This is an optimization exercise on Yosys and OpenROAD, whose aim is small area, a short achievable clock period and few clock cycles per item, not a production implementation.
Function was checked by simulation only, so behaviour that the tests miss may differ from the original.

$ cat flow/run.sh
#!/bin/bash
# Standard layout (standard.sh), with timing repair aimed 6 ns below the clock period.
set -euo pipefail
export SETUP_SLACK_MARGIN=6
bash standard.sh finish > standard.log 2>&1
$ cat standard.sh
#!/bin/bash
# synth_recipe.tcl (not shown) runs the flow's synth.tcl, then flattens the netlist and writes it again
# the make line also repeats each setting of config.mk as NAME=value (left out here)
make -C /OpenROAD-flow-scripts/flow DESIGN_CONFIG=/design/flow/config.mk WORK_HOME=/design/flow/orfs CLKGATE_MAP_FILE= SYNTH_SCRIPT=/design/flow/synth_recipe.tcl "${@:-finish}"
$ cat config.mk
export PLATFORM = sky130hd
export DESIGN_NAME = q16_16_fixed_point_alu
export DESIGN_NICKNAME = q16_16_fixed_point_alu
export VERILOG_FILES = /design/flow/design.v
export SDC_FILE = /design/flow/constraint.sdc
export NUM_CORES = 4
export LEC_CHECK = 0
export ABC_AREA = 1
export CAP_MARGIN = 20
export CORE_MARGIN = 2
export CORE_UTILIZATION = 55
export SLEW_MARGIN = 20
$ cat constraint.sdc
create_clock -name core_clock -period 12.0 [get_ports {clock}]
set_input_delay 2.4000 -clock core_clock [delete_from_list [all_inputs] [get_ports {clock}]]
set_output_delay 2.4000 -clock core_clock [all_outputs]
set_load 0.01 [all_outputs]
$ cat design.v
`timescale 1ns / 1ps
package q16_pkg;
   localparam int unsigned DataWidth  = 32;
   localparam int unsigned OpWidth    = 3;
   localparam int unsigned StatWidth  = 2;
   localparam int unsigned DivBits    = 49;    
   localparam int unsigned CntWidth   = 6;
   localparam logic [OpWidth-1:0] OpAdd = 3'd0;
   localparam logic [OpWidth-1:0] OpSub = 3'd1;
   localparam logic [OpWidth-1:0] OpMul = 3'd2;
   localparam logic [OpWidth-1:0] OpDiv = 3'd3;
   localparam logic [OpWidth-1:0] OpRem = 3'd4;
   localparam logic [StatWidth-1:0] StOk   = 2'd0;
   localparam logic [StatWidth-1:0] StOvf  = 2'd1;
   localparam logic [StatWidth-1:0] StDiv0 = 2'd2;
   localparam logic [DataWidth-1:0] OvfCode = 32'h8000_0000;
   typedef struct packed {
      logic load;     
      logic step;     
      logic finish;   
   } q16_cmd_type;
   typedef struct packed {
      logic iter_done;
      logic is_div;
   } q16_stat_type;
endpackage
`timescale 1ns / 1ps
module q16_16_fixed_point_alu (
   input  logic                                 clock,
   input  logic                                 reset,
   input  logic                                 req_valid,
   output logic                                 req_ready,
   input  logic [q16_pkg::OpWidth-1:0]          req_type,
   input  logic signed [q16_pkg::DataWidth-1:0] operand_a,
   input  logic signed [q16_pkg::DataWidth-1:0] operand_b,
   output logic                                 rsp_valid,
   input  logic                                 rsp_ready,
   output logic signed [q16_pkg::DataWidth-1:0] result_value,
   output logic [q16_pkg::StatWidth-1:0]        status
);
   localparam logic [1:0] KMul  = 2'd0;    
   localparam logic [1:0] KDiv  = 2'd1;
   localparam logic [1:0] KRem  = 2'd2;
   localparam logic [1:0] KZero = 2'd3;
   logic [31:0] aq, bq;
   logic [2:0]  opq;
   logic        sbq;       
   logic        bzq;       
   logic        e_busy, e_first, e_ovf, e_nost;
   logic [4:0]  e_cnt;
   logic [66:0] S;         
   logic        f_valid, f_s, f_ovf, f_div0;
   logic [1:0]  f_kind;
   logic is_add, is_sub, is_mul, is_div, is_rem, is_zero, is_dr;
   assign is_add  = (opq == q16_pkg::OpAdd);
   assign is_sub  = (opq == q16_pkg::OpSub);
   assign is_mul  = (opq == q16_pkg::OpMul);
   assign is_div  = (opq == q16_pkg::OpDiv);
   assign is_rem  = (opq == q16_pkg::OpRem);
   assign is_zero = (opq[2] & (opq[1] | opq[0]));
   assign is_dr   = is_div | is_rem;
   logic e_done, e_adv, f_fire, cap;
   logic        h_valid;
   logic [33:0] h_val;
   always_comb begin
      if (is_dr)       e_done = e_first ? (bzq | e_nost) : (e_cnt <= 5'd1);
      else if (is_mul) e_done = (e_cnt == 5'd0);
      else             e_done = 1'b1;
   end
   assign f_fire    = f_valid & (~h_valid | rsp_ready);
   assign e_adv     = ~f_valid | f_fire;
   assign req_ready = e_adv & (~e_busy | e_done);
   assign cap       = req_valid & req_ready;
   logic [32:0] sum;
   assign sum = is_sub ? ({aq[31], aq} - {bq[31], bq}) : ({aq[31], aq} + {bq[31], bq});
   function automatic logic [14:0] booth_enc(input logic [8:0] b9);
      logic [10:0] bx;
      logic [14:0] c;
      bx = {b9[8], b9, 1'b0};
      for (int j = 0; j < 5; j++) begin
         c[3*j]   = bx[2*j+1] ^ bx[2*j];
         c[3*j+1] = (bx[2*j+2] & ~bx[2*j+1] & ~bx[2*j]) | (~bx[2*j+2] & bx[2*j+1] & bx[2*j]);
         c[3*j+2] = bx[2*j+2] & ~(bx[2*j+1] & bx[2*j]);
      end
      booth_enc = c;
   endfunction
   function automatic logic [1:0] top_byte(input logic [31:0] x);
      if (x[31:23] != {9{x[31]}})      top_byte = 2'd3;
      else if (x[23:15] != {9{x[23]}}) top_byte = 2'd2;
      else if (x[15:7] != {9{x[15]}})  top_byte = 2'd1;
      else                             top_byte = 2'd0;
   endfunction
   function automatic logic [7:0] byte_sel(input logic [31:0] x, input logic [1:0] j);
      case (j)
         2'd0: byte_sel = x[7:0];
         2'd1: byte_sel = x[15:8];
         2'd2: byte_sel = x[23:16];
         default: byte_sel = x[31:24];
      endcase
   endfunction
   logic [1:0]  mja, mjb, mj_in;
   logic [7:0]  mtopa, mtopb, mtop_in, mnxt;
   logic        swap_in;
   logic [31:0] a_in, b_in;
   always_comb begin
      mja     = top_byte(operand_a);
      mjb     = top_byte(operand_b);
      mtopa   = byte_sel(operand_a, mja);
      mtopb   = byte_sel(operand_b, mjb);
      swap_in = (req_type == q16_pkg::OpMul) && (mja < mjb);
      mj_in   = swap_in ? mja : mjb;
      mtop_in = swap_in ? mtopa : mtopb;
      a_in    = swap_in ? operand_b : operand_a;
      b_in    = swap_in ? operand_a : operand_b;
      case (e_cnt[1:0])
         2'd1: mnxt = bq[7:0];
         2'd2: mnxt = bq[15:8];
         default: mnxt = bq[23:16];
      endcase
   end
   logic [14:0] mctl;
   always_ff @(posedge clock) begin
      if (cap)                          mctl <= booth_enc({mtop_in[7], mtop_in});
      else if (e_busy && e_adv && is_mul) mctl <= booth_enc({1'b0, mnxt});
   end
   logic [63:0] mrow [5];
   logic [63:0] mneg, macc, mnext;
   always_comb begin
      mneg = 64'd0;
      for (int j = 0; j < 5; j++) begin
         logic [33:0] m, r;
         m = mctl[3*j] ? {{2{aq[31]}}, aq} : (mctl[3*j+1] ? {aq[31], aq, 1'b0} : 34'd0);
         r = m ^ {34{mctl[3*j+2]}};
         mrow[j] = {30'd0, ~r[33], r[32:0]} << (2*j);
         mneg[2*j] = mctl[3*j+2];
      end
   end
   localparam logic [63:0] MK = 64'd0 - (64'd1 << 33) - (64'd1 << 35) - (64'd1 << 37)
                                      - (64'd1 << 39) - (64'd1 << 41);
   assign macc  = e_first ? 64'd0 : S[63:0];
   function automatic logic [127:0] csa(input logic [63:0] x, input logic [63:0] y,
                                        input logic [63:0] w);
      logic [63:0] sm, cy;
      sm = x ^ y ^ w;
      cy = (x & y) | (x & w) | (y & w);
      csa = {sm, cy[62:0], 1'b0};
   endfunction
   logic [63:0] mr1, mr2, mr3, mr4, mrk, ms1, mc1, ms2, mc2, ms3, mc3, ms4, mc4, ms5, mc5;
   always_comb begin
      mr1 = mrow[1] | {63'd0, mneg[0]};
      mr2 = mrow[2] | {61'd0, mneg[2], 2'b00};
      mr3 = mrow[3] | {59'd0, mneg[4], 4'b0000};
      mr4 = mrow[4] | {57'd0, mneg[6], 6'b000000};
      mrk = MK | {55'd0, mneg[8], 8'd0};
      {ms1, mc1} = csa(mrow[0], mr1, mr2);
      {ms2, mc2} = csa(mr3, mr4, {macc[55:0], 8'd0});
      {ms3, mc3} = csa(ms1, mc1, ms2);
      {ms4, mc4} = csa(ms3, mc3, mc2);
      {ms5, mc5} = csa(ms4, mc4, mrk);
   end
   assign mnext = ms5 + mc5;
   function automatic logic [5:0] len_sig(input logic [31:0] x);
      logic [31:0] y;
      logic [5:0]  l;
      y = x ^ {32{x[31]}};
      l = 6'd0;
      for (int i = 0; i < 32; i++) if (y[i]) l = i + 1;
      len_sig = l;
   endfunction
   logic [31:0] amag, bmag;
   logic [5:0]  la, lb;
   logic signed [7:0] z, la_s, lb_s, sa_s;
   logic [3:0]  ssel;      
   logic        preovf;
   logic [4:0]  steps;
   logic [66:0] sinit;
   assign amag = aq[31] ? (~aq + 32'd1) : aq;
   assign bmag = bq[31] ? (~bq + 32'd1) : bq;
   assign la   = len_sig(operand_a);
   assign lb   = len_sig(operand_b);
   logic [5:0] la_q, lb_q;
   always_comb begin
      la_s = {2'b00, la_q};
      lb_s = {2'b00, lb_q};
      sa_s = {7'd0, aq[31]};
      z = (is_div ? 8'sd18 : 8'sd31) - la_s - sa_s + lb_s;
      preovf = is_div & z[7];
      if (z >= 8'sd32)      ssel = 4'd8;
      else if (z[7])        ssel = 4'd0;
      else                  ssel = {1'b0, z[4:2]};
      if (preovf) steps = 5'd0;
      else        steps = (is_div ? 5'd18 : 5'd16) - {ssel, 1'b0};
   end
   always_comb begin
      sinit = is_div ? ({35'd0, amag} << (17 + 4 * ssel)) : ({35'd0, amag} << (4 + 4 * ssel));
   end
   logic [31:0] r1, r2;
   logic [32:0] t1, t2;
   logic        q1, q2;
   logic [30:0] rem1, rem2;
   logic [66:0] snext_div;
   assign r1   = {S[66:36], S[35]};
   assign t1   = {1'b0, r1} - {1'b0, bq};
   assign q1   = ~t1[32];
   assign rem1 = q1 ? t1[30:0] : r1[30:0];
   assign r2   = {rem1, S[34]};
   assign t2   = {1'b0, r2} - {1'b0, bq};
   assign q2   = ~t2[32];
   assign rem2 = q2 ? t2[30:0] : r2[30:0];
   assign snext_div = {rem2, S[33:0], q1, q2};
   always_ff @(posedge clock) begin
      if (cap) begin
         aq    <= a_in;
         bq    <= b_in;
         opq   <= req_type;
         sbq   <= operand_b[31];
         bzq   <= (operand_b == 32'd0);
         e_cnt <= {3'd0, mj_in};
         la_q  <= la;
         lb_q  <= lb;
         e_nost <= (req_type == q16_pkg::OpRem) ? ({1'b0, lb} > {1'b0, la} + {6'd0, operand_a[31]}) :
                   ({1'b0, la} + {6'd0, operand_a[31]} >= {1'b0, lb} + 7'd19);
      end else if (e_busy && e_adv) begin
         if (is_dr) begin
            if (e_first) begin
               bq    <= bmag;
               e_cnt <= steps;
               e_ovf <= preovf;
            end else if (e_cnt != 5'd0) begin
               e_cnt <= e_cnt - 5'd1;
            end
         end else if (is_mul) begin
            e_cnt <= e_cnt - 5'd1;
         end
      end
   end
   always_ff @(posedge clock) begin
      if (e_busy && e_adv) begin
         if (is_add || is_sub) begin
            S[63:0] <= {{15{sum[32]}}, sum, 16'd0};
         end else if (is_mul) begin
            S[63:0] <= mnext;
         end else if (is_dr) begin
            if (e_first)              S <= sinit;
            else if (e_cnt != 5'd0)   S <= snext_div;
         end
      end
   end
   always_ff @(posedge clock) begin
      if (reset) begin
         e_busy  <= 1'b0;
         e_first <= 1'b0;
      end else if (cap) begin
         e_busy  <= 1'b1;
         e_first <= 1'b1;
      end else if (e_busy && e_adv) begin
         e_first <= 1'b0;
         if (e_done) e_busy <= 1'b0;
      end
   end
   always_ff @(posedge clock) begin
      if (e_busy && e_done && e_adv) begin
         f_div0 <= is_dr & bzq;
         f_ovf  <= is_div & (e_first ? e_nost : e_ovf);
         f_s    <= is_div ? (aq[31] ^ sbq) : aq[31];
         if (is_mul || is_add || is_sub) f_kind <= KMul;
         else if (is_div)                f_kind <= KDiv;
         else if (is_rem)                f_kind <= KRem;
         else                            f_kind <= KZero;
      end
   end
   always_ff @(posedge clock) begin
      if (reset)                         f_valid <= 1'b0;
      else if (e_busy && e_done && e_adv) f_valid <= 1'b1;
      else if (f_fire)                   f_valid <= 1'b0;
   end
   logic [31:0] fx, fres, fval;
   logic        fc, fs, fovf;
   logic [1:0]  fst;
   always_comb begin
      fx   = 32'd0;
      fc   = 1'b0;
      fs   = 1'b0;
      fovf = 1'b0;
      case (f_kind)
         KMul: begin
            fx   = S[47:16];
            fc   = S[15] & (S[63] ? (S[14:0] != 15'd0) : 1'b1);
            fovf = ((S[63:47] != 17'd0) && (S[63:47] != 17'h1FFFF)) ||
                   (!S[47] && (S[46:16] == 31'h7FFFFFFF) && fc);
         end
         KDiv: begin
            fx   = {1'b0, S[31:1]};
            fc   = S[0];
            fs   = f_s;
            fovf = f_ovf || (S[35:32] != 4'd0) || (S[31:0] == 32'hFFFFFFFF);
         end
         KRem: begin
            fx = {1'b0, S[66:36]};
            fs = f_s;
         end
         default: ;
      endcase
      fres = (fx ^ {32{fs}}) + {31'd0, fc ^ fs};
      if (f_div0) begin
         fval = (f_kind == KDiv) ? q16_pkg::OvfCode : 32'd0;
         fst  = q16_pkg::StDiv0;
      end else if (fovf) begin
         fval = q16_pkg::OvfCode;
         fst  = q16_pkg::StOvf;
      end else if (f_kind == KZero) begin
         fval = 32'd0;
         fst  = q16_pkg::StOk;
      end else begin
         fval = fres;
         fst  = q16_pkg::StOk;
      end
   end
   always_ff @(posedge clock) begin
      if (reset)          h_valid <= 1'b0;
      else if (f_fire)    h_valid <= 1'b1;
      else if (rsp_ready) h_valid <= 1'b0;
   end
   always_ff @(posedge clock) begin
      if (f_fire) h_val <= {fst, fval};
   end
   assign rsp_valid    = h_valid;
   assign result_value = h_val[31:0];
   assign status       = h_val[33:32];
endmodule
==> results of run 1 <==
[cell usage in the layout (no fill, tap or decap), types with 163 or more instances in the layout]
master and count:
nand2_1 991, ha_1 206, nand3_1 175, edfxtp_1 201, o21ai_1 188, xor2_1 285
nor2_1 337, inv_1 708, o21ai_0 421, buf_4 163, a21oi_1 280
[state kept, by name, summed over array words and instances (netlist names), 2 cells and up]
register,cells
h_val,34
bq,32
aq,32
lb_q,5
la_q,5
mctl,13
f_kind,2
e_cnt,5
opq,3
S,67
[logic make-up (layout without fill, tap and decap cells)]
group	count (synthesis)	in the layout	synth area share
multiplexers	16	16	0.004686
adder cells (fa/ha/maj)	396	396	0.1733
flip-flops	209	209	0.1813
other	0	1	0
AO/OA/AOI/OAI	1267	1267	0.2067
AND/OR/NAND/NOR	1806	1807	0.2251
buffers and inverters	999	1174	0.1123
XOR/XNOR	376	376	0.09658
[area by class of cell]
cell class / instances / area (um^2) / area share
inverter: 793 / 3054 / 0.07533
sequential: 209 / 6197 / 0.1529
tap: 837 / 1047 / 0.02583
timing repair inverter: 8 / 60.06 / 0.001481
multi-input combinational: 3862 / 25910 / 0.6392
clock inverter: 23 / 227.7 / 0.005617
antenna: 1 / 2.502 / 0.00006172
timing repair buffer: 319 / 3306 / 0.08154
clock buffer: 31 / 733.2 / 0.01809
[final timing paths]
path           from  cells after the start  endpoint  slack, ns
max          aq[23]                     27     S[56]       5.90
min          e_busy                      2    e_busy       0.48
max reg2reg  aq[23]                     27     S[56]       5.90
min reg2reg  e_busy                      2    e_busy       0.48
[synth_stat cells, types with 40 or more instances]
master and count:
xor2_1 289, nor2_1 346, ha_1 267, o221ai_1 49, nand3_1 186, inv_1 760
o21ai_0 565, buf_2 43, nor3_1 46, a31oi_1 40, nand4_1 59, fa_1 129
nand2_1 1029, a21oi_1 326, edfxtp_1 201, xnor2_1 86, clkbuf_1 137, o21ai_1 97
o211ai_1 50
[routing by layer]
layer  wire length, um  up-vias
met5                64        -
met4             11920       10
met3             22670      650
met2             61480     2777
met1             57170    17670
li1                  -    17180
[timing repair]
action	in CTS	in global routing
pin swaps	12	172
endpoints found under the setup margin	77	78
buffers inserted	59	97
gates resized for setup	153	498
cloned	10	17
[worst max-delay path, cell delays in order (launching register included)]
cell	delay, ns
edfxtp_1	0.57
inv_1	0.28
o21ai_0	0.31
o21ai_0	0.19
xor2_1	0.19
fa_1	0.58
fa_1	0.51
inv_1	0.05
fa_1	0.48
inv_1	0.04
ha_1	0.30
ha_4	0.33
nand2_2	0.10
nor2_4	0.12
nand2_2	0.09
nor4_4	0.29
nand3_2	0.16
nand3_2	0.12
nand2_2	0.05
o211ai_1	0.12
nand2_1	0.09
o211ai_1	0.23
buf_4	0.21
xor2_2	0.18
nand2_1	0.11
nand2_1	0.10
nand2_1	0.05
nand2_1	0.10
[through the flow]
step / hold slack [ns] / setup WS (ns)
2_1_floorplan: 0.4500 / 6.026
3_3_place_gp: 0.4654 / 4.482
3_5_place_dp: 0.4711 / 4.324
4_1_cts: 0.4803 / 5.903
5_1_grt: 0.5142 / 5.743
6_report: 0.4837 / 5.900
==> impl_metrics.csv, run 1 <==
group,metric,value,unit
global_route,grt_max_degree,101,
sta,setup_tns,0,ns
clock_network,worstSkewPairLatency,0.62,ns
clock_network,clkSinkCount,209,
status,status,"complete, no violations",
sta,max_slew_margin,0.2453,
worst_hold_path,min_path_type,"flip-flop to flip-flop",
logic_synthesis,avgSynthCellArea,6.742,um^2
floorplanning,start_util,0.5548,
sta,hold_viol_final,0,
drt,drt-pass1-iter-count,7,
global_route,overflow,0,
floorplanning,dieWidth,253.3,um
logic_synthesis,ys_ff_latch,209,
logic_synthesis,async_flop_share,0,
clock_network,numCtsBuffers,29,
logic_synthesis,ys_seq_area_frac,0.1813,
drt,drt_iter0_markers,5659,
global_route,met3_usage,0.1407,
drt,vias,38290,
final_layout,fin_nets,5689,
logic_synthesis,synth_top_area_cell,"edfxtp_1",
sta,post-route-min-period,6.100,ns
sta,clock_skew,0.02431,ns
drt,ant_nets,0,
final_layout,fill_cells,5561,
clock_network,root_buffer,"clkbuf_16",
sta,fmax,163.9,MHz
final_layout,post-route-util,0.6582,
placed_design,dp.cells,5845,
setup_path,cp_max_fo,7,
logic_synthesis,synth_top_area_frac,0.1766,
logic_synthesis,netlist_area,0.03418,mm^2
floorplanning,dieHeight,253.3,um
drt,wl_per_cell,25.20,um
drt,vias_per_cell,6.294,
clock_network,cts_buffer_depth,3,
setup_path,crit_type,"flip-flop to flip-flop",
global_route,grt_pass1_vias,34290,
global_route,track_usage,0.4517,
floorplanning,rows,91,
floorplanning,die_area,0.06415,mm^2
global_route,grt_use_met1,0.5901,
floorplanning,io_pins,107,
clock_network,htree_num_levels,1,
placed_design,portBuffers,106,
job,maxCapViolCount,0,
global_route,top_usage_layer,"met2",
setup_path,startpoint_type,"flip-flop",
setup_path,worstSetupEndpointType,"flip-flop",
sta,setup_violations,0,
logic_synthesis,synth_area_leaders,"edfxtp_1 18%, nand2_1 11%, ha_1 9.8%, inv_1 8.3%, o21ai_0 8.3%",
global_route,antenna_found_initial,6,
floorplanning,coreArea,0.06160,mm^2
final_layout,fin_cells,6083,
sta,finalMaxSlewViolations,0,
clock_network,cts_tree,"done",
global_route,grt_pass1_wl,215000,um
placed_design,gp_congestion,1.101,
sta,rsz0062_at_grt,"true",
final_layout,syn_to_final_growth,18.62,%
clock_network,hold_buffers,0,
placed_design,dpl-instance-area,0.03574,mm^2
logic_synthesis,syn_inst,5069,
sta,min_period_over_period,0.5083,
sta,worst_pin_slew,1.118,ns
clock_network,path_clk_slew,0.06,ns
setup_path,worstPathArrival,6.58,ns
final_layout,drive_gt1_frac,0.1348,
drt,route.detailed.drc,0,
setup_path,worstPathRequired,12.48,ns
global_route,grt_use_met2,0.6519,
drt,drt-total-wl,153300,um
logic_synthesis,ys_warn_count,2,
logic_synthesis,synth_top_flop_cell,"edfxtp_1",
logic_synthesis,yosysUniqueCellTypes,70,
logic_synthesis,synth_edf_count,201,
placed_design,place_hpwl,113400,um
final_layout,fin_area,0.04054,mm^2
logic_synthesis,synth_fp_nets,5536,
Testbench counts, summed over its fixed seeds: cycles 14,014, ops 4,800.
==> inputs of run 2 (changes only) <==
--- a/design.v
+++ b/design.v
@@ -61,5 +61,3 @@
    assign is_dr   = is_div | is_rem;
-   logic e_done, e_adv, f_fire, cap;
-   logic        h_valid;
-   logic [33:0] h_val;
+   logic e_done, e_adv, cap;
    always_comb begin
@@ -69,4 +67,3 @@
    end
-   assign f_fire    = f_valid & (~h_valid | rsp_ready);
-   assign e_adv     = ~f_valid | f_fire;
+   assign e_adv     = ~f_valid | rsp_ready;
    assign req_ready = e_adv & (~e_busy | e_done);
@@ -172,3 +169,3 @@
    logic signed [7:0] z, la_s, lb_s, sa_s;
-   logic [3:0]  ssel;      
+   logic [2:0]  ssel;      
    logic        preovf;
@@ -185,17 +182,29 @@
       sa_s = {7'd0, aq[31]};
-      z = (is_div ? 8'sd18 : 8'sd31) - la_s - sa_s + lb_s;
+      z = (is_div ? 8'sd18 : 8'sd35) - la_s - sa_s + lb_s;
       preovf = is_div & z[7];
-      if (z >= 8'sd32)      ssel = 4'd8;
-      else if (z[7])        ssel = 4'd0;
-      else                  ssel = {1'b0, z[4:2]};
+      if (z >= 8'sd36 && !is_div) ssel = 3'd6;
+      else if (z >= 8'sd30)       ssel = 3'd5;
+      else if (z >= 8'sd24)       ssel = 3'd4;
+      else if (z >= 8'sd18)       ssel = 3'd3;
+      else if (z >= 8'sd12)       ssel = 3'd2;
+      else if (z >= 8'sd6)        ssel = 3'd1;
+      else                        ssel = 3'd0;
+      case (ssel)
+         3'd0: steps = 5'd12;
+         3'd1: steps = 5'd10;
+         3'd2: steps = 5'd8;
+         3'd3: steps = 5'd6;
+         3'd4: steps = 5'd4;
+         3'd5: steps = 5'd2;
+         default: steps = 5'd0;
+      endcase
       if (preovf) steps = 5'd0;
-      else        steps = (is_div ? 5'd18 : 5'd16) - {ssel, 1'b0};
    end
    always_comb begin
-      sinit = is_div ? ({35'd0, amag} << (17 + 4 * ssel)) : ({35'd0, amag} << (4 + 4 * ssel));
+      sinit = is_div ? ({35'd0, amag} << (17 + 6 * ssel)) : ({35'd0, amag} << (6 * ssel));
    end
-   logic [31:0] r1, r2;
-   logic [32:0] t1, t2;
-   logic        q1, q2;
-   logic [30:0] rem1, rem2;
+   logic [31:0] r1, r2, r3;
+   logic [32:0] t1, t2, t3;
+   logic        q1, q2, q3;
+   logic [30:0] rem1, rem2, rem3;
    logic [66:0] snext_div;
@@ -209,3 +218,7 @@
    assign rem2 = q2 ? t2[30:0] : r2[30:0];
-   assign snext_div = {rem2, S[33:0], q1, q2};
+   assign r3   = {rem2, S[33]};
+   assign t3   = {1'b0, r3} - {1'b0, bq};
+   assign q3   = ~t3[32];
+   assign rem3 = q3 ? t3[30:0] : r3[30:0];
+   assign snext_div = {rem3, S[32:0], q1, q2, q3};
    always_ff @(posedge clock) begin
@@ -274,3 +287,3 @@
       else if (e_busy && e_done && e_adv) f_valid <= 1'b1;
-      else if (f_fire)                   f_valid <= 1'b0;
+      else if (rsp_ready)                f_valid <= 1'b0;
    end
@@ -318,13 +331,5 @@
    end
-   always_ff @(posedge clock) begin
-      if (reset)          h_valid <= 1'b0;
-      else if (f_fire)    h_valid <= 1'b1;
-      else if (rsp_ready) h_valid <= 1'b0;
-   end
-   always_ff @(posedge clock) begin
-      if (f_fire) h_val <= {fst, fval};
-   end
-   assign rsp_valid    = h_valid;
-   assign result_value = h_val[31:0];
-   assign status       = h_val[33:32];
+   assign rsp_valid    = f_valid;
+   assign result_value = fval;
+   assign status       = fst;
 endmodule
==> run.sh (new file) <==
#!/bin/bash
# synth_recipe.tcl (not shown) runs the flow's synth.tcl, then flattens the netlist and writes it again
# the make line also repeats each setting of config.mk as NAME=value (left out here)
make -C /OpenROAD-flow-scripts/flow DESIGN_CONFIG=/design/flow/config.mk WORK_HOME=/design/flow/orfs CLKGATE_MAP_FILE= SYNTH_SCRIPT=/design/flow/synth_recipe.tcl finish
--- a/config.mk
+++ b/config.mk
@@ -11,2 +11,3 @@
 export CORE_UTILIZATION = 55
+export SETUP_SLACK_MARGIN = 5
 export SLEW_MARGIN = 20
removed: flow/run.sh
removed: standard.sh
==> run 2 against run 1 <==
Synthesized cell count increased by 11%. Core utilization is 2.3 points lower. Final cell count grew 8.5%. First-iteration DRC count up 8.6%. Fmax down 19%. Die area grew 5.3%. Hold slack improved by 0.0071 ns. Largest cell class unchanged.
==> impl_metrics.csv, run 2 <==
group,metric,value,unit
drt,route.detailed.drc,0,
placed_design,portBuffers,106,
sta,rsz0062_at_grt,"true",
logic_synthesis,synth-compound-area-share,0.2065,
clock_network,hold_buffers,0,
logic_synthesis,synth_fp_nets,6115,
clock_network,numCtsBuffers,17,
logic_synthesis,avgSynthCellArea,6.419,um^2
floorplanning,die_area,0.06752,mm^2
setup_path,cp-endpoint,"S[47]",
logic_synthesis,ys_seq_area_frac,0.1432,
clock_network,htree_num_levels,4,
status,status,"complete, no violations",
final_layout,final_common_cell,"nand2_1",
floorplanning,dieWidth,259.9,um
placed_design,gp_congestion,1.094,
logic_synthesis,synth_top_area_frac,0.1393,
sta,clock_skew,0.01073,ns
clock_network,path_clk_slew,0.08,ns
sta,hold_viol_final,0,
logic_synthesis,async_flop_share,0,
setup_path,r2r_cells,42,
logic_synthesis,synth.area.mux_share,0.0008341,
setup_path,crit_top_cell,"nand2_1",
setup_path,rrSetupSlack,4.45,ns
logic_synthesis,syn_inst,5609,
logic_synthesis,synth_top_flop_cell,"edfxtp_1",
placed_design,place_hpwl,123700,um
logic_synthesis,synth_area_leaders,"edfxtp_1 14%, nand2_1 14%, ha_1 11%, o21ai_0 8.9%, inv_1 8.8%",
logic_synthesis,ys_ff_latch,174,
sta,finalMaxSlewViolations,0,
global_route,grt_max_degree,75,
sta,min_period_over_period,0.6290,
final_layout,fill_cells,6256,
setup_path,worstPathRequired,12.26,ns
setup_path,cp-startpoint,"bq[15]",
clock_network,worstSkewPairLatency,0.50,ns
clock_network,cts_buffer_depth,2,
clock_network,cts_tree,"done",
final_layout,largest_register_ffs,67,
drt,ant_nets,0,
setup_path,worstSetupEndpointType,"flip-flop",
drt,vias,41400,
logic_synthesis,synthXorXnorAreaFrac,0.09929,
logic_synthesis,synth_fa_ha_area_frac,0.1785,
global_route,antenna_found_initial,5,
logic_synthesis,synthSimpleGateAreaFrac,0.2528,
logic_synthesis,netlist_area,0.03600,mm^2
drt,drt-total-wl,161100,um
final_layout,regMostFlops,"S",
floorplanning,rows,93,
logic_synthesis,synth_edf_count,167,
clock_network,clkSinkCount,174,
setup_path,r2r_end,"S[47]",
drt,drt-pass1-iter-count,8,
logic_synthesis,synth_top_family_by_area,"simple AND/OR/NAND/NOR gates",
setup_path,rr_startpoint,"bq[15]",
job,maxCapViolCount,0,
sta,setup_violations,0,
logic_synthesis,yosysUniqueCellTypes,72,
sta,worst_pin_slew,0.9995,ns
setup_path,crit_type,"flip-flop to flip-flop",
clock_network,root_buffer,"clkbuf_16",
worst_hold_path,min_path_type,"flip-flop to flip-flop",
setup_path,crit_path_top_delay_cell,"edfxtp_1",
drt,drt_iter0_markers,6144,
setup_path,startpoint_type,"flip-flop",
floorplanning,coreArea,0.06458,mm^2
setup_path,worstPathArrival,7.80,ns
global_route,overflow,0,
global_route,grt_pass1_wl,232800,um
global_route,grt_pass1_vias,37770,
sta,max_slew_margin,0.3267,
logic_synthesis,synth_top_area_cell,"edfxtp_1",
logic_synthesis,synth_most_common_cell,"nand2_1",
final_layout,drive_gt1_frac,0.1001,
global_route,track_usage,0.4633,
setup_path,max_stage_delay,0.45,ns
setup_path,cp_max_fo,14,
logic_synthesis,synth_common_cells,"1324 x nand2_1, 843 x inv_1, 641 x o21ai_0",
floorplanning,start_util,0.5575,
logic_synthesis,ys_warn_count,2,
final_layout,fin_nets,6236,
sta,post-route-min-period,7.548,ns
floorplanning,io_pins,107,
floorplanning,dieHeight,259.9,um
final_layout,final_cell_mix,"1287 x nand2_1, 817 x inv_1, 586 x o21ai_0",
drt,wl_per_cell,24.40,um
final_layout,reg_top3,"S (67), aq (32), bq (32)",
sta,setup_tns,0,ns
sta,fmax,132.5,MHz
final_layout,syn_to_final_growth,13.95,%
drt,vias_per_cell,6.272,
## run 2: cell types whose count changed in the layout (fill, tap and decap cells not counted), moves of 34 or more
cell	before	now
inv_1	708	817
o21ai_1	188	68
nand2_1	991	1287
ha_1	206	278
o21ai_0	421	586
a21oi_1	280	342
inv_2	64	24
nand3_1	175	280
edfxtp_1	201	167
ha_4	57	20
## run 2: worst max-delay path: cells and delay by family (launching register included)
family / cells / cell delay (ns)
xor gates and xnor gates: 1 / 0.15
DFF: 1 / 0.45
AOI/OAI and AO/OA: 15 / 2.56
buffers and inverters: 8 / 1.32
and+or+nand+nor: 15 / 1.85
adders and majority gates: 3 / 0.93
## run 2: final cells by class
| cell class | instances | area, um^2 | share of cell area |
|---|---|---|---|
| Sequential cell | 174 | 5156 | 0.1257 |
| Multi-Input combinational cell | 4343 | 27790 | 0.6775 |
| Timing Repair Buffer | 323 | 3044 | 0.07420 |
| Tap cell | 855 | 1070 | 0.02608 |
| Antenna cell | 3 | 7.507 | 0.0001830 |
| Clock inverter | 13 | 147.6 | 0.003599 |
| Timing Repair inverter | 4 | 23.77 | 0.0005795 |
| Inverter | 867 | 3351 | 0.08167 |
| Clock buffer | 19 | 432.9 | 0.01055 |
## run 2: cell families after synthesis
group	after synthesis
and+or+nand+nor	2165
AOI/OAI and AO/OA	1332
muxes	3
buffers and inverters	1097
DFF	174
xor gates and xnor gates	403
adders and majority gates	435
## run 2: how the worst min path moves through the flow
| stage | start | to | slack, ns | depth (start not counted) |
|---|---|---|---|---|
| detailed placement | e_busy | e_busy | 0.48 | 2 |
| CTS | e_busy | e_busy | 0.49 | 2 |
| finish | e_busy | e_busy | 0.49 | 2 |
| floorplan | e_busy | e_busy | 0.45 | 2 |
| global placement | e_busy | e_busy | 0.47 | 2 |
| global route | e_busy | e_busy | 0.53 | 2 |
## run 2: metal layers
layer	global-route usage	vias to the layer above	wire, um
li1	-	18790	-
met1	0.5963	19080	60890
met2	0.7015	2898	67570
met3	0.1155	630	20960
met4	0.2736	4	11630
met5	0.001425	-	26
## run 2: metrics by stage
| stage | setup slack [ns] | util | hold WS [ns] | cell area, um^2 | cells |
|---|---|---|---|---|---|
| finish | 4.452 | 0.6353 | 0.4908 | 41030 | 6601 |
| global route | 4.270 | 0.6351 | 0.5316 | 41020 | 6598 |
| CTS | 4.695 | 0.6216 | 0.4930 | 40140 | 6547 |
| detailed placement | 1.952 | 0.5810 | 0.4812 | 37520 | 6392 |
| global placement | 2.191 | 0.5810 | 0.4658 | 37520 | 6392 |
| floorplan | 4.997 | - | 0.4524 | 36010 | 5609 |
## run 2: what timing repair did
item                                    4_1_cts  5_1_grt
hold endpoints to repair                      0        0
buffers inserted                            107       50
cloned                                       16        1
endpoints found under the setup margin       81       82
pin swaps                                    98       67
gates resized for setup                     279      110
Testbench counts of run 2, summed over its fixed seeds: cycles 11,712, ops 4,800.
==> inputs of run 3 (changes only) <==
--- a/design.v
+++ b/design.v
@@ -45,3 +45,2 @@
    logic [31:0] aq, bq;
-   logic [2:0]  opq;
    logic        sbq;       
@@ -49,2 +48,3 @@
    logic        e_busy, e_first, e_ovf, e_nost;
+   logic        e_mofl;    
    logic [4:0]  e_cnt;
@@ -53,10 +53,4 @@
    logic [1:0]  f_kind;
-   logic is_add, is_sub, is_mul, is_div, is_rem, is_zero, is_dr;
-   assign is_add  = (opq == q16_pkg::OpAdd);
-   assign is_sub  = (opq == q16_pkg::OpSub);
-   assign is_mul  = (opq == q16_pkg::OpMul);
-   assign is_div  = (opq == q16_pkg::OpDiv);
-   assign is_rem  = (opq == q16_pkg::OpRem);
-   assign is_zero = (opq[2] & (opq[1] | opq[0]));
-   assign is_dr   = is_div | is_rem;
+   logic is_add, is_sub, is_mul, is_div, is_rem, is_dr;
+   logic is_as;    
    logic e_done, e_adv, cap;
@@ -64,3 +58,3 @@
       if (is_dr)       e_done = e_first ? (bzq | e_nost) : (e_cnt <= 5'd1);
-      else if (is_mul) e_done = (e_cnt == 5'd0);
+      else if (is_mul) e_done = (e_cnt == 5'd0) | e_mofl;
       else             e_done = 1'b1;
@@ -71,3 +65,3 @@
    logic [32:0] sum;
-   assign sum = is_sub ? ({aq[31], aq} - {bq[31], bq}) : ({aq[31], aq} + {bq[31], bq});
+   assign sum = {aq[31], aq} + ({bq[31], bq} ^ {33{is_sub}}) + {32'd0, is_sub};
    function automatic logic [14:0] booth_enc(input logic [8:0] b9);
@@ -123,5 +117,5 @@
    logic [63:0] mrow [5];
-   logic [63:0] mneg, macc, mnext;
+   logic [4:0]  mneg;
+   logic [63:0] macc, mnext;
    always_comb begin
-      mneg = 64'd0;
       for (int j = 0; j < 5; j++) begin
@@ -130,8 +124,8 @@
          r = m ^ {34{mctl[3*j+2]}};
-         mrow[j] = {30'd0, ~r[33], r[32:0]} << (2*j);
-         mneg[2*j] = mctl[3*j+2];
+         mneg[j] = mctl[3*j+2];
+         if (j == 0) mrow[j] = {21'h1FFFFF, 7'd0, ~r[33], r[33], r[33], r[32:0]};
+         else        mrow[j] = ({29'd0, 1'b1, ~r[33], r[32:0]} << (2*j))
+                               | ({63'd0, mneg[j-1]} << (2*j-2));
       end
    end
-   localparam logic [63:0] MK = 64'd0 - (64'd1 << 33) - (64'd1 << 35) - (64'd1 << 37)
-                                      - (64'd1 << 39) - (64'd1 << 41);
    assign macc  = e_first ? 64'd0 : S[63:0];
@@ -144,16 +138,10 @@
    endfunction
-   logic [63:0] mr1, mr2, mr3, mr4, mrk, ms1, mc1, ms2, mc2, ms3, mc3, ms4, mc4, ms5, mc5;
+   logic [63:0] ms1, mc1, ms2, mc2, ms3, mc3, ms4, mc4;
    always_comb begin
-      mr1 = mrow[1] | {63'd0, mneg[0]};
-      mr2 = mrow[2] | {61'd0, mneg[2], 2'b00};
-      mr3 = mrow[3] | {59'd0, mneg[4], 4'b0000};
-      mr4 = mrow[4] | {57'd0, mneg[6], 6'b000000};
-      mrk = MK | {55'd0, mneg[8], 8'd0};
-      {ms1, mc1} = csa(mrow[0], mr1, mr2);
-      {ms2, mc2} = csa(mr3, mr4, {macc[55:0], 8'd0});
+      {ms1, mc1} = csa(mrow[0], mrow[1], mrow[2]);
+      {ms2, mc2} = csa(mrow[3], mrow[4], {macc[55:0], 8'd0});
       {ms3, mc3} = csa(ms1, mc1, ms2);
       {ms4, mc4} = csa(ms3, mc3, mc2);
-      {ms5, mc5} = csa(ms4, mc4, mrk);
    end
-   assign mnext = ms5 + mc5;
+   assign mnext = ms4 + mc4;
    function automatic logic [5:0] len_sig(input logic [31:0] x);
@@ -164,3 +152,3 @@
       for (int i = 0; i < 32; i++) if (y[i]) l = i + 1;
-      len_sig = l;
+      len_sig = l + {5'd0, x[31] & ((y | (y >> 1)) == y)};
    endfunction
@@ -168,4 +156,4 @@
    logic [5:0]  la, lb;
-   logic signed [7:0] z, la_s, lb_s, sa_s;
-   logic [2:0]  ssel;      
+   logic signed [7:0] z, la_s, lb_s;
+   logic [3:0]  ssel;      
    logic        preovf;
@@ -181,30 +169,17 @@
       lb_s = {2'b00, lb_q};
-      sa_s = {7'd0, aq[31]};
-      z = (is_div ? 8'sd18 : 8'sd35) - la_s - sa_s + lb_s;
-      preovf = is_div & z[7];
-      if (z >= 8'sd36 && !is_div) ssel = 3'd6;
-      else if (z >= 8'sd30)       ssel = 3'd5;
-      else if (z >= 8'sd24)       ssel = 3'd4;
-      else if (z >= 8'sd18)       ssel = 3'd3;
-      else if (z >= 8'sd12)       ssel = 3'd2;
-      else if (z >= 8'sd6)        ssel = 3'd1;
-      else                        ssel = 3'd0;
-      case (ssel)
-         3'd0: steps = 5'd12;
-         3'd1: steps = 5'd10;
-         3'd2: steps = 5'd8;
-         3'd3: steps = 5'd6;
-         3'd4: steps = 5'd4;
-         3'd5: steps = 5'd2;
-         default: steps = 5'd0;
-      endcase
+      z = (is_div ? 8'sd18 : 8'sd31) - la_s + lb_s;
+      preovf = is_div & (z < 8'sd3);
+      if (z >= 8'sd32)      ssel = 4'd8;
+      else if (z[7])        ssel = 4'd0;
+      else                  ssel = {1'b0, z[4:2]};
       if (preovf) steps = 5'd0;
+      else        steps = (is_div ? 5'd18 : 5'd16) - {ssel, 1'b0};
    end
    always_comb begin
-      sinit = is_div ? ({35'd0, amag} << (17 + 6 * ssel)) : ({35'd0, amag} << (6 * ssel));
+      sinit = is_div ? ({35'd0, amag} << (17 + 4 * ssel)) : ({35'd0, amag} << (4 + 4 * ssel));
    end
-   logic [31:0] r1, r2, r3;
-   logic [32:0] t1, t2, t3;
-   logic        q1, q2, q3;
-   logic [30:0] rem1, rem2, rem3;
+   logic [31:0] r1, r2;
+   logic [32:0] t1, t2;
+   logic        q1, q2;
+   logic [30:0] rem1, rem2;
    logic [66:0] snext_div;
@@ -218,7 +193,3 @@
    assign rem2 = q2 ? t2[30:0] : r2[30:0];
-   assign r3   = {rem2, S[33]};
-   assign t3   = {1'b0, r3} - {1'b0, bq};
-   assign q3   = ~t3[32];
-   assign rem3 = q3 ? t3[30:0] : r3[30:0];
-   assign snext_div = {rem3, S[32:0], q1, q2, q3};
+   assign snext_div = {rem2, S[33:0], q1, q2};
    always_ff @(posedge clock) begin
@@ -227,3 +198,9 @@
          bq    <= b_in;
-         opq   <= req_type;
+         is_add <= (req_type == q16_pkg::OpAdd);
+         is_sub <= (req_type == q16_pkg::OpSub);
+         is_as  <= (req_type == q16_pkg::OpAdd) || (req_type == q16_pkg::OpSub);
+         is_mul <= (req_type == q16_pkg::OpMul);
+         is_div <= (req_type == q16_pkg::OpDiv);
+         is_rem <= (req_type == q16_pkg::OpRem);
+         is_dr  <= (req_type == q16_pkg::OpDiv) || (req_type == q16_pkg::OpRem);
          sbq   <= operand_b[31];
@@ -233,4 +210,4 @@
          lb_q  <= lb;
-         e_nost <= (req_type == q16_pkg::OpRem) ? ({1'b0, lb} > {1'b0, la} + {6'd0, operand_a[31]}) :
-                   ({1'b0, la} + {6'd0, operand_a[31]} >= {1'b0, lb} + 7'd19);
+         e_nost <= (req_type == q16_pkg::OpRem) ? (lb > la) : ({1'b0, la} >= {1'b0, lb} + 7'd16);
+         e_mofl <= ({1'b0, la} + {1'b0, lb} >= 7'd50);
       end else if (e_busy && e_adv) begin
@@ -251,3 +228,3 @@
       if (e_busy && e_adv) begin
-         if (is_add || is_sub) begin
+         if (is_as) begin
             S[63:0] <= {{15{sum[32]}}, sum, 16'd0};
@@ -276,5 +253,5 @@
          f_div0 <= is_dr & bzq;
-         f_ovf  <= is_div & (e_first ? e_nost : e_ovf);
+         f_ovf  <= (is_div & (e_first ? e_nost : e_ovf)) | (is_mul & e_mofl);
          f_s    <= is_div ? (aq[31] ^ sbq) : aq[31];
-         if (is_mul || is_add || is_sub) f_kind <= KMul;
+         if (is_mul || is_as)            f_kind <= KMul;
          else if (is_div)                f_kind <= KDiv;
@@ -301,3 +278,3 @@
             fc   = S[15] & (S[63] ? (S[14:0] != 15'd0) : 1'b1);
-            fovf = ((S[63:47] != 17'd0) && (S[63:47] != 17'h1FFFF)) ||
+            fovf = f_ovf || ((S[63:47] != 17'd0) && (S[63:47] != 17'h1FFFF)) ||
                    (!S[47] && (S[46:16] == 31'h7FFFFFFF) && fc);
==> run 3 against run 2 <==
Critical path type unchanged. Wire length is 10% lower. First-iteration DRC count shrank 6.3%. Core utilization fell by 3.3 points. Design area shrank 11%. Still clean on timing, DRC and antenna. Fmax grew 8.6%.
==> impl_metrics.csv, run 3 <==
group,metric,value,unit
status,status,"complete, no violations",
final_layout,reg_top3,"S (67), aq (32), bq (32)",
job,maxCapViolCount,0,
global_route,top_usage_layer,"met2",
final_layout,regMostFlops,"S",
logic_synthesis,netlist_area,0.03366,mm^2
drt,vias,37070,
sta,setup_violations,0,
logic_synthesis,ys_ff_latch,180,
sta,max_slew_margin,0.3268,
global_route,met3_usage,0.1094,
logic_synthesis,synth_top_flop_cell,"edfxtp_1",
logic_synthesis,ys_warn_count,2,
global_route,overflow,0,
logic_synthesis,ys_seq_area_frac,0.1585,
sta,setup_tns,0,ns
global_route,grt_use_met1,0.5702,
drt,drt_iter0_markers,5758,
logic_synthesis,synth_area_leaders,"edfxtp_1 15%, nand2_1 12%, o21ai_0 9.3%, ha_1 9.1%, inv_1 8.4%",
final_layout,fill_cells,5821,
logic_synthesis,synth_top_area_frac,0.1543,
logic_synthesis,syn_inst,5137,
logic_synthesis,synth_fp_nets,5586,
setup_path,r2r_cells,23,
global_route,grt_max_degree,71,
floorplanning,start_util,0.5567,
drt,wl_per_cell,24.28,um
global_route,grt_pass1_wl,209900,um
worst_hold_path,min_to,"e_busy",
floorplanning,dieWidth,251.4,um
clock_network,htree_num_levels,4,
logic_synthesis,synth_edf_count,173,
drt,ant_nets,0,
sta,rsz0062_at_grt,"true",
global_route,grt_pass1_vias,33870,
final_layout,drive_gt1_frac,0.05433,
clock_network,cts_buffer_depth,2,
global_route,track_usage,0.4454,
sta,worst_pin_slew,1.010,ns
floorplanning,die_area,0.06320,mm^2
setup_path,rrSetupSlack,5.05,ns
clock_network,numCtsBuffers,17,
setup_path,worstPathArrival,7.16,ns
placed_design,dp_slack,4.305,ns
placed_design,place_hpwl,114600,um
logic_synthesis,synth_common_cells,"1064 x nand2_1, 756 x inv_1, 628 x o21ai_0",
final_layout,syn_to_final_growth,8.210,%
setup_path,crit_type,"flip-flop to flip-flop",
logic_synthesis,avgSynthCellArea,6.553,um^2
final_layout,layout.area.seq,0.005336,mm^2
setup_path,r2r_end,"S[57]",
clock_network,path_clk_slew,0.08,ns
sta,post-route-min-period,6.948,ns
setup_path,startpoint_type,"flip-flop",
global_route,antenna_found_initial,4,
placed_design,portBuffers,106,
floorplanning,coreArea,0.06047,mm^2
clock_network,cts_tree,"done",
logic_synthesis,synth_most_common_cell,"nand2_1",
sta,fmax,143.9,MHz
final_layout,final_common_cell,"nand2_1",
placed_design,gp_congestion,1.063,
worst_hold_path,hold_path_depth,2,
logic_synthesis,yosysUniqueCellTypes,73,
floorplanning,rows,90,
logic_synthesis,synth_top_area_cell,"edfxtp_1",
setup_path,crit_path_top_delay_cell,"fa_1",
floorplanning,dieHeight,251.4,um
sta,hold_viol_final,0,
clock_network,clkSinkCount,180,
global_route,grt_use_met2,0.6614,
drt,vias_per_cell,6.240,
sta,min_period_over_period,0.5790,
setup_path,rr_startpoint,"e_first",
setup_path,cp_max_fo,43,
sta,clock_skew,0.01339,ns
drt,drt-pass1-iter-count,7,
floorplanning,io_pins,107,
clock_network,worstSkewPairLatency,0.49,ns
drt,route.detailed.drc,0,
setup_path,worstPathRequired,12.22,ns
worst_hold_path,min_path_type,"flip-flop to flip-flop",
final_layout,multi_input_area,0.02468,mm^2
setup_path,crit_chain,"buf_6 -> clkinv_1 -> buf_4 -> nand2_1 -> fa_1 -> fa_1 -> inv_1 -> fa_1 -> ha_1 -> nand2_1 -> o21ai_0 -> a21oi_1 -> o211ai_1 -> a21oi_1 -> o21ai_1 -> nand2_1 -> o21a_1 -> o21ai_0 -> a21oi_1 -> xor2_1 -> nand2_1 -> nand3_1 -> nand2_1",
final_layout,largest_register_ffs,67,
sta,finalMaxSlewViolations,0,
worst_hold_path,worstHoldStart,"e_busy",
clock_network,root_buffer,"clkbuf_16",
final_layout,final_cell_mix,"1064 x nand2_1, 745 x inv_1, 623 x o21ai_0",
sta,setup_slack,5.052,ns
setup_path,crit_top_cell,"nand2_1",
final_layout,fin_nets,5591,
logic_synthesis,async_flop_share,0,
drt,drt-total-wl,144200,um
setup_path,worstSetupEndpointType,"flip-flop",
setup_path,max_stage_delay,0.54,ns
==> run 3: cell types whose count changed in the layout (fill, tap and decap cells not counted), moves of 30 or more <==
cell	delta
nand2_1	-223
a31oi_1	+30
o21ai_0	+37
buf_4	-104
o21ai_2	-38
inv_1	-72
nor2_1	+58
nand3_1	-92
ha_1	-37
==> run 3: kinds of logic (layout without fill, tap and decap cells) <==
kind of cell / after synthesis / in the layout / share of synthesized area
AO/OA/AOI/OAI: 1333 / 1333 / 0.2191
XOR/XNOR: 398 / 398 / 0.1044
adder cells (fa/ha/maj): 378 / 378 / 0.1701
buffers and inverters: 1002 / 1019 / 0.1148
flip-flops: 180 / 180 / 0.1585
multiplexers: 6 / 6 / 0.001784
other: 0 / 4 / 0
AND/OR/NAND/NOR: 1840 / 1840 / 0.2312
==> run 3: critical path: cells and delay by family, from the launching register on <==
kind            cells  cell delay (ns)
simple gates        6             1.08
xor+xnor            1             0.20
buf+inv             4             1.03
fa+ha+maj           4             2.00
compound gates      8             1.99
flops               1             0.32
==> run 3: metal layers <==
layer / share of wire / up-vias / wire length, um
li1: - / 17020 / -
met4: 0.078 / 8 / 11290
met3: 0.13 / 561 / 18150
met5: 0.00066 / - / 95
met1: 0.38 / 16960 / 54920
met2: 0.41 / 2514 / 59750
==> run 3: layout make-up <==
cell class              count  share of cell area
flip-flops and latches    180              0.1465
inverters                 789             0.08247
multi-input cells        3955              0.6776
repair inverters            4           0.0006182
clock buffers              17             0.01168
repair buffers            195             0.05056
diodes                      4           0.0002748
well taps                 782             0.02686
clock inverters            14            0.003435
==> run 3: worst max-delay path by stage <==
stage                              from          endpoint  depth (start not counted)
after global placement    operand_b[31]            e_nost                         47
final                           e_first             S[57]                         23
after global routing              S[11]  result_value[26]                         26
after floorplan           operand_a[31]            e_mofl                         40
after CTS                       mctl[5]             S[43]                         26
after detailed placement  operand_b[31]            e_mofl                         47
==> run 3: stage by stage <==
| stage | cell area (um^2) | hold slack, ns | cells | utilization |
|---|---|---|---|---|
| after global placement | 35170 | 0.4910 | 5859 | 0.5816 |
| after detailed placement | 35170 | 0.5063 | 5859 | 0.5816 |
| final | 36430 | 0.5253 | 5940 | 0.6024 |
| after CTS | 35820 | 0.5181 | 5896 | 0.5923 |
| after floorplan | 33660 | 0.4660 | 5137 | - |
| after global routing | 36420 | 0.5480 | 5936 | 0.6023 |
==> run 3: timing repair <==
item	CTS	global route
cloned	0	4
gates resized for setup	15	83
buffers inserted	6	36
endpoints found under the setup margin	15	53
pin swaps	2	6
hold buffers	0	0
Testbench counts of run 3, summed over its fixed seeds: cycles 13,076, ops 4,800.
==> inputs of run 4 (changes only) <==
--- a/design.v
+++ b/design.v
@@ -55,3 +55,5 @@
    logic is_as;    
-   logic e_done, e_adv, cap;
+   logic e_done, e_adv, f_fire, cap;
+   logic        h_valid;
+   logic [33:0] h_val;
    always_comb begin
@@ -61,3 +63,4 @@
    end
-   assign e_adv     = ~f_valid | rsp_ready;
+   assign f_fire    = f_valid & (~h_valid | rsp_ready);
+   assign e_adv     = ~f_valid | f_fire;
    assign req_ready = e_adv & (~e_busy | e_done);
@@ -264,3 +267,3 @@
       else if (e_busy && e_done && e_adv) f_valid <= 1'b1;
-      else if (rsp_ready)                f_valid <= 1'b0;
+      else if (f_fire)                   f_valid <= 1'b0;
    end
@@ -308,5 +311,13 @@
    end
-   assign rsp_valid    = f_valid;
-   assign result_value = fval;
-   assign status       = fst;
+   always_ff @(posedge clock) begin
+      if (reset)          h_valid <= 1'b0;
+      else if (f_fire)    h_valid <= 1'b1;
+      else if (rsp_ready) h_valid <= 1'b0;
+   end
+   always_ff @(posedge clock) begin
+      if (f_fire) h_val <= {fst, fval};
+   end
+   assign rsp_valid    = h_valid;
+   assign result_value = h_val[31:0];
+   assign status       = h_val[33:32];
 endmodule
==> flow/run.sh (new file) <==
#!/bin/bash
# Standard layout (standard.sh), with timing repair aimed 6 ns below the clock period.
set -euo pipefail
export SETUP_SLACK_MARGIN=6
bash standard.sh finish > standard.log 2>&1
==> standard.sh (new file) <==
#!/bin/bash
# synth_recipe.tcl (not shown) runs the flow's synth.tcl, then flattens the netlist and writes it again
# the make line also repeats each setting of config.mk as NAME=value (left out here)
make -C /OpenROAD-flow-scripts/flow DESIGN_CONFIG=/design/flow/config.mk WORK_HOME=/design/flow/orfs CLKGATE_MAP_FILE= SYNTH_SCRIPT=/design/flow/synth_recipe.tcl "${@:-finish}"
--- a/config.mk
+++ b/config.mk
@@ -11,3 +11,2 @@
 export CORE_UTILIZATION = 55
-export SETUP_SLACK_MARGIN = 5
 export SLEW_MARGIN = 20
removed: run.sh
==> run 4 against run 3 <==
Wire length is 4.3% higher. Via count is 2.9% higher. Core utilization is 3.2 points higher. Sequential share of layout area is 1.4 points higher. First-iteration DRC count is 8.9% higher. Clock skew is 0.026 ns higher. Sequential cell count is 35 higher. Design area is 9.3% higher. Area after synthesis is 3.0% higher. Critical endpoint is now e_nost.
==> impl_metrics.csv, run 4 <==
group,metric,value,unit
floorplanning,rows,92,
drt,vias_per_cell,6.241,
clock_network,worstSkewPairLatency,0.59,ns
floorplanning,die_area,0.06505,mm^2
final_layout,syn_to_final_growth,14.88,%
logic_synthesis,ys_ff_latch,215,
sta,setup_tns,0,ns
setup_path,max_stage_delay,0.55,ns
logic_synthesis,yosysUniqueCellTypes,78,
floorplanning,dieWidth,255.1,um
logic_synthesis,synth_top_area_frac,0.1793,
floorplanning,start_util,0.5526,
global_route,track_usage,0.4440,
clock_network,numCtsBuffers,27,
logic_synthesis,synth_common_cells,"1032 x nand2_1, 738 x inv_1, 584 x o21ai_0",
drt,drt_iter0_markers,6269,
logic_synthesis,synth_top_flop_cell,"edfxtp_1",
final_layout,final_cell_mix,"1013 x nand2_1, 713 x inv_1, 558 x o21ai_0",
logic_synthesis,ys_warn_count,2,
drt,wl_per_cell,24.62,um
sta,max_slew_margin,0.3014,
clock_network,cts_tree,"done",
sta,post-route-min-period,6.038,ns
global_route,antenna_found_initial,1,
global_route,grt_pass1_vias,34090,
clock_network,root_buffer,"clkbuf_16",
setup_path,worstPathArrival,6.34,ns
logic_synthesis,ys_seq_area_frac,0.1839,
global_route,grt_max_degree,110,
sta,rsz0062_at_grt,"true",
final_layout,drive_gt1_frac,0.1087,
logic_synthesis,netlist_area,0.03466,mm^2
final_layout,final_common_cell,"nand2_1",
setup_path,crit_path_top_delay_cell,"clkdlybuf4s50_1",
placed_design,portBuffers,106,
final_layout,largest_register_ffs,67,
placed_design,gp_congestion,1.051,
drt,vias,38150,
logic_synthesis,synth_most_common_cell,"nand2_1",
setup_path,worstSetupEndpointType,"flip-flop",
clock_network,path_clk_slew,0.06,ns
placed_design,place_hpwl,114900,um
logic_synthesis,synth_fp_nets,5565,
logic_synthesis,avgSynthCellArea,6.777,um^2
sta,finalMaxSlewViolations,0,
drt,drt-pass1-iter-count,9,
setup_path,crit_top_cell,"inv_1",
sta,clock_skew,0.03940,ns
logic_synthesis,synth_edf_count,207,
final_layout,fin_area,0.03982,mm^2
floorplanning,coreArea,0.06274,mm^2
logic_synthesis,async_flop_share,0,
global_route,overflow,0,
setup_path,cp_max_fo,4,
logic_synthesis,syn_inst,5115,
status,status,"complete, no violations",
clock_network,cts_buffer_depth,3,
sta,hold_viol_final,0,
drt,drt-total-wl,150500,um
clock_network,clkSinkCount,215,
final_layout,reg_top3,"S (67), h_val (34)",
final_layout,fin_nets,5693,
sta,min_period_over_period,0.5031,
logic_synthesis,synth_area_leaders,"edfxtp_1 18%, nand2_1 11%, ha_1 8.9%, o21ai_0 8.4%, inv_1 8.0%",
sta,fmax,165.6,MHz
setup_path,crit_type,"input pin to flip-flop",
clock_network,htree_num_levels,1,
global_route,grt_pass1_wl,214000,um
floorplanning,io_pins,107,
placed_design,dpl-instance-area,0.03631,mm^2
final_layout,regMostFlops,"S",
drt,route.detailed.drc,0,
setup_path,crit_chain,"clkdlybuf4s50_1 -> inv_1 -> ha_1 -> inv_1 -> nand2_1 -> o21ai_0 -> nand3_1 -> nor4_2 -> ha_4 -> ha_2 -> inv_1 -> nor2_2 -> inv_1 -> nand2_2 -> inv_2 -> ha_4 -> nor2_4 -> a221oi_2 -> a21oi_1 -> o21a_1 -> o21ai_1 -> o31ai_1",
sta,worst_pin_slew,1.048,ns
worst_hold_path,min_path_type,"flip-flop to flip-flop",
drt,ant_nets,0,
sta,setup_violations,0,
job,maxCapViolCount,0,
logic_synthesis,synth_top_area_cell,"edfxtp_1",
setup_path,startpoint_type,"input pin",
setup_path,worstPathRequired,12.30,ns
floorplanning,dieHeight,255.1,um
-- run 4: cell count changes in the layout (fill, tap and decap cells not counted), sizes merged, moves of 9 or more --
| cell | change |
|---|---|
| dlygate4sd2 | +9 |
| nand2 | -34 |
| nor2 | -18 |
| nand3 | -23 |
| buf | +99 |
| dlymetal6s2s | -11 |
| xnor2 | +16 |
| inv | -15 |
| edfxtp | +34 |
| o21ai | -10 |
| o221ai | +19 |
| clkbuf | +33 |
-- run 4: cells by family (layout without fill, tap and decap cells) --
family	Yosys count	after routing	share of synthesized area
AOI/OAI and AO/OA	1356	1356	0.2197
and+or+nand+nor	1755	1755	0.2135
other	0	3	0
muxes	10	10	0.002888
xor gates and xnor gates	412	412	0.1045
buffers and inverters	988	1137	0.1099
DFF	215	215	0.1839
adders and majority gates	379	379	0.1656
-- run 4: timing repair --
item / CTS / global route
resized for setup: 122 / 212
hold buffers: 0 / 0
gates cloned: 9 / 7
pin swaps: 20 / 47
setup endpoints to repair: 83 / 72
buffers inserted: 83 / 68
-- run 4: layout make-up --
class                      count  area [um^2]
antenna                        3        7.507
clock buffer                  37        764.5
clock inverter                13        148.9
fill                        5836        22910
inverter                     777         2984
multi-input combinational   3912        25520
sequential                   215         6377
tap                          846         1059
timing repair buffer         304         2914
timing repair inverter         6        42.54
-- run 4: worst max-delay path, delay by kind of cell --
kind | cells | cell delay, ns
simple gates | 6 | 1.04
fa+ha+maj | 4 | 0.99
buf+inv | 6 | 0.97
compound gates | 6 | 0.93
-- run 4: path summary, 6_finish.rpt --
path / startpoint / to / slack (ns) / depth (start not counted)
worst max-delay path: operand_b[30] / e_nost / 5.96 / 22
worst min-delay path: e_busy / e_busy / 0.50 / 2
worst max register to register: e_first / S[52] / 6.08 / 25
worst min register to register: e_busy / e_busy / 0.50 / 2
-- run 4: through the flow --
| stage | instances | hold slack, ns | setup slack, ns | utilization |
|---|---|---|---|---|
| 2_1_floorplan | 5115 | 0.4500 | 5.821 | - |
| 3_3_place_gp | 5893 | 0.4880 | 4.602 | 0.5787 |
| 3_5_place_dp | 5893 | 0.4927 | 4.590 | 0.5787 |
| 4_1_cts | 6035 | 0.5018 | 5.894 | 0.6117 |
| 5_1_grt | 6110 | 0.5362 | 5.507 | 0.6346 |
| 6_report | 6113 | 0.5012 | 5.962 | 0.6348 |
-- run 4: metal layers --
| layer | GRT usage | share of wire | wire length [um] |
|---|---|---|---|
| met2 | 0.6568 | 0.41 | 61890 |
| met1 | 0.5791 | 0.38 | 57480 |
| met4 | 0.2622 | 0.074 | 11140 |
| met3 | 0.1217 | 0.13 | 19980 |
| met5 | 0.001504 | 0 | 0 |
Testbench counts of run 4, summed over its fixed seeds: cycles 13,084, ops 4,800.
==> inputs of run 5 (changes only) <==
--- a/design.v
+++ b/design.v
@@ -47,4 +47,4 @@
    logic        bzq;       
-   logic        e_busy, e_first, e_ovf, e_nost;
-   logic        e_mofl;    
+   logic        e_busy, e_first, e_ovf;
+   logic        e_nost, e_mofl;
    logic [4:0]  e_cnt;
@@ -169,2 +169,4 @@
    logic [5:0] la_q, lb_q;
+   assign e_nost = is_rem ? (lb_q > la_q) : ({1'b0, la_q} >= {1'b0, lb_q} + 7'd16);
+   assign e_mofl = ({1'b0, la_q} + {1'b0, lb_q} >= 7'd50);
    always_comb begin
@@ -213,4 +215,2 @@
          lb_q  <= lb;
-         e_nost <= (req_type == q16_pkg::OpRem) ? (lb > la) : ({1'b0, la} >= {1'b0, lb} + 7'd16);
-         e_mofl <= ({1'b0, la} + {1'b0, lb} >= 7'd50);
       end else if (e_busy && e_adv) begin
==> run 5 against run 4 <==
Non-clock buffer count is 65 lower. Worst setup slack improved by 0.098 ns. Still clean. Count of clock-buffer cells in the layout is 1 lower. Register-to-register slack worse by 0.02 ns. Largest cell class unchanged.
==> impl_metrics.csv, run 5 <==
group,metric,value,unit
logic_synthesis,ys_warn_count,2,
drt,wl_met2,60440,um
floorplanning,start_util,0.5551,
floorplanning,coreArea,0.06285,mm^2
sta,fin_hold_ws,0.5038,ns
final_layout,drive_gt1_frac,0.07628,
placed_design,portBuffers,106,
logic_synthesis,yosysUniqueCellTypes,75,
setup_path,crit_chain,"clkinvlp_4 -> buf_4 -> buf_4 -> o21ai_0 -> o21ai_0 -> xor2_1 -> fa_1 -> fa_1 -> inv_1 -> fa_1 -> ha_1 -> a21oi_4 -> o21ai_0 -> a21oi_1 -> o221ai_1 -> nand2_1 -> nand3_2 -> nand3_1 -> o2111ai_1 -> o21ai_0 -> nand3_1 -> nand2_1",
logic_synthesis,synth_top_flop_cell,"edfxtp_1",
clock_network,worstSkewPairLatency,0.59,ns
placed_design,place_hpwl,114800,um
setup_path,path_buf_inv,4,
sta,fmax,168.4,MHz
setup_path,worstSetupEndpointType,"flip-flop",
sta,rsz0062_at_grt,"true",
sta,setup_violations,0,
setup_path,max_stage_delay,0.70,ns
clock_network,root_buffer,"clkbuf_16",
drt,route.detailed.drc,0,
logic_synthesis,synth_fp_nets,5659,
status,status,"complete, no violations",
final_layout,layout.area.seq,0.006317,mm^2
final_layout,syn_to_final_growth,11.64,%
drt,ant_nets,0,
logic_synthesis,synth_common_cells,"1140 x nand2_1, 760 x inv_1, 621 x o21ai_0",
final_layout,multi_input_area,0.02530,mm^2
sta,min_period_over_period,0.4950,
floorplanning,rows,92,
clock_network,cts_buffer_depth,3,
logic_synthesis,ys_seq_area_frac,0.1810,
job,maxCapViolCount,0,
sta,finalMaxSlewViolations,0,
drt,vias_per_cell,6.200,
final_layout,fin_nets,5713,
floorplanning,io_pins,107,
logic_synthesis,synth_top_area_frac,0.1764,
drt,wl_met1,56980,um
final_layout,regMostFlops,"S",
drt,drt-pass1-iter-count,10,
sta,post-route-min-period,5.940,ns
logic_synthesis,syn_inst,5209,
global_route,grt_pass1_wl,216400,um
setup_path,crit_top_cell,"o21ai_0",
sta,setup_tns,0,ns
drt,vias,38000,
setup_path,worstPathRequired,12.44,ns
global_route,antenna_found_initial,2,
## run 5: changes by cell type in the layout (fill, tap and decap cells not counted), sizes merged, moves of 29 or more
cell   previous run  this run
buf             189       126
nand2          1044      1157
o21ai           694       665
nor2            367       337
a21oi           349       311
nand3           173       261
## run 5: worst reg2reg max path: stages (launching register included)
cell,delay (ns)
edfxtp_1,0.52
clkinvlp_4,0.22
buf_4,0.18
buf_4,0.15
o21ai_0,0.16
o21ai_0,0.13
xor2_1,0.17
fa_1,0.52
fa_1,0.49
inv_1,0.06
fa_1,0.48
ha_1,0.43
a21oi_4,0.31
o21ai_0,0.18
a21oi_1,0.16
o221ai_1,0.16
nand2_1,0.11
nand3_2,0.15
nand3_1,0.12
o2111ai_1,0.12
o21ai_0,0.70
nand3_1,0.15
nand2_1,0.09
## run 5: cell families after synthesis
group	synth area share
AO/OA/AOI/OAI	0.2003
flip-flops	0.1810
adder cells (fa/ha/maj)	0.1645
buffers and inverters	0.1102
AND/OR/NAND/NOR	0.2401
multiplexers	0.002905
XOR/XNOR	0.1009
## run 5: final timing paths
check                           startpoint      to  slack (ns)  cells past startpoint
worst max-delay path              mctl[10]   S[62]        6.06                     22
worst min-delay path                e_busy  e_busy        0.50                      2
worst max register to register    mctl[10]   S[62]        6.06                     22
worst min register to register      e_busy  e_busy        0.50                      2
## run 5: layer usage
layer | vias up | global-route usage
met5 | - | 0
met4 | 4 | 0.2312
met3 | 523 | 0.1461
met2 | 2501 | 0.6355
met1 | 17540 | 0.5680
li1 | 17430 | -
## run 5: repair_timing
item                       in CTS  in global routing
gates resized for setup        72                154
setup endpoints to repair      72                 68
setup buffers                  23                 45
hold buffers                    0                  0
pin swaps                       3                 29
gates cloned                    2                  9
## run 5: final cells by class
class | instances | area share
well taps | 846 | 0.02718
multi-input cells | 4002 | 0.6496
repair inverters | 3 | 0.0005782
flip-flops and latches | 213 | 0.1622
repair buffers | 239 | 0.06081
clock buffers | 36 | 0.01931
inverters | 776 | 0.07623
clock inverters | 14 | 0.004015
diodes | 1 | 0.00006424
## run 5: through the flow
stage          instances  cell area, um^2  setup slack [ns]
3_5_place_dp        6000            36530             4.705
4_1_cts             6075            37850             5.998
3_3_place_gp        6000            36530             4.846
6_report            6130            38950             6.060
5_1_grt             6129            38950             5.868
2_1_floorplan       5209            34890             6.469
Testbench counts of run 5, summed over its fixed seeds: cycles 13,084, ops 4,800.

[separate check: timing with driven ports]
Ports are ideal in the flow. The routed layouts listed here were re-timed in OpenROAD.
Step 1, drivers: a clkbuf_16 drives clock and a buf_2 each remaining input, both assumed.
Step 2, shift: input delay + t, output delay - t, t = (earliest + latest rising clock arrival at the registers) / 2. This alone moves slack from input paths to output paths.
Three values: no drivers, after step 1, after step 2; two values: the first two.
| run | t (ns) | slack for setup (ns) | pins driven straight from the clock port |
|---|---|---|---|
| run 1 | 0.680 | 5.900 / 5.900 / 5.543 | 1 |
| run 2 | 0.563 | 4.452 / 4.452 / 4.452 | 1 |
| run 3 | 0.554 | 5.052 / 5.031 / 4.810 | 1 |
| run 4 | 0.637 | 5.962 / 5.997 / 5.361 | 1 |
| run 5 | 0.654 | 6.060 / 6.060 / 5.558 | 1 |
After both steps every run listed still meets setup and hold. The setup slack of run 4, which loses most, moves by +0.035 ns with the drivers and by -0.601 ns with both steps.
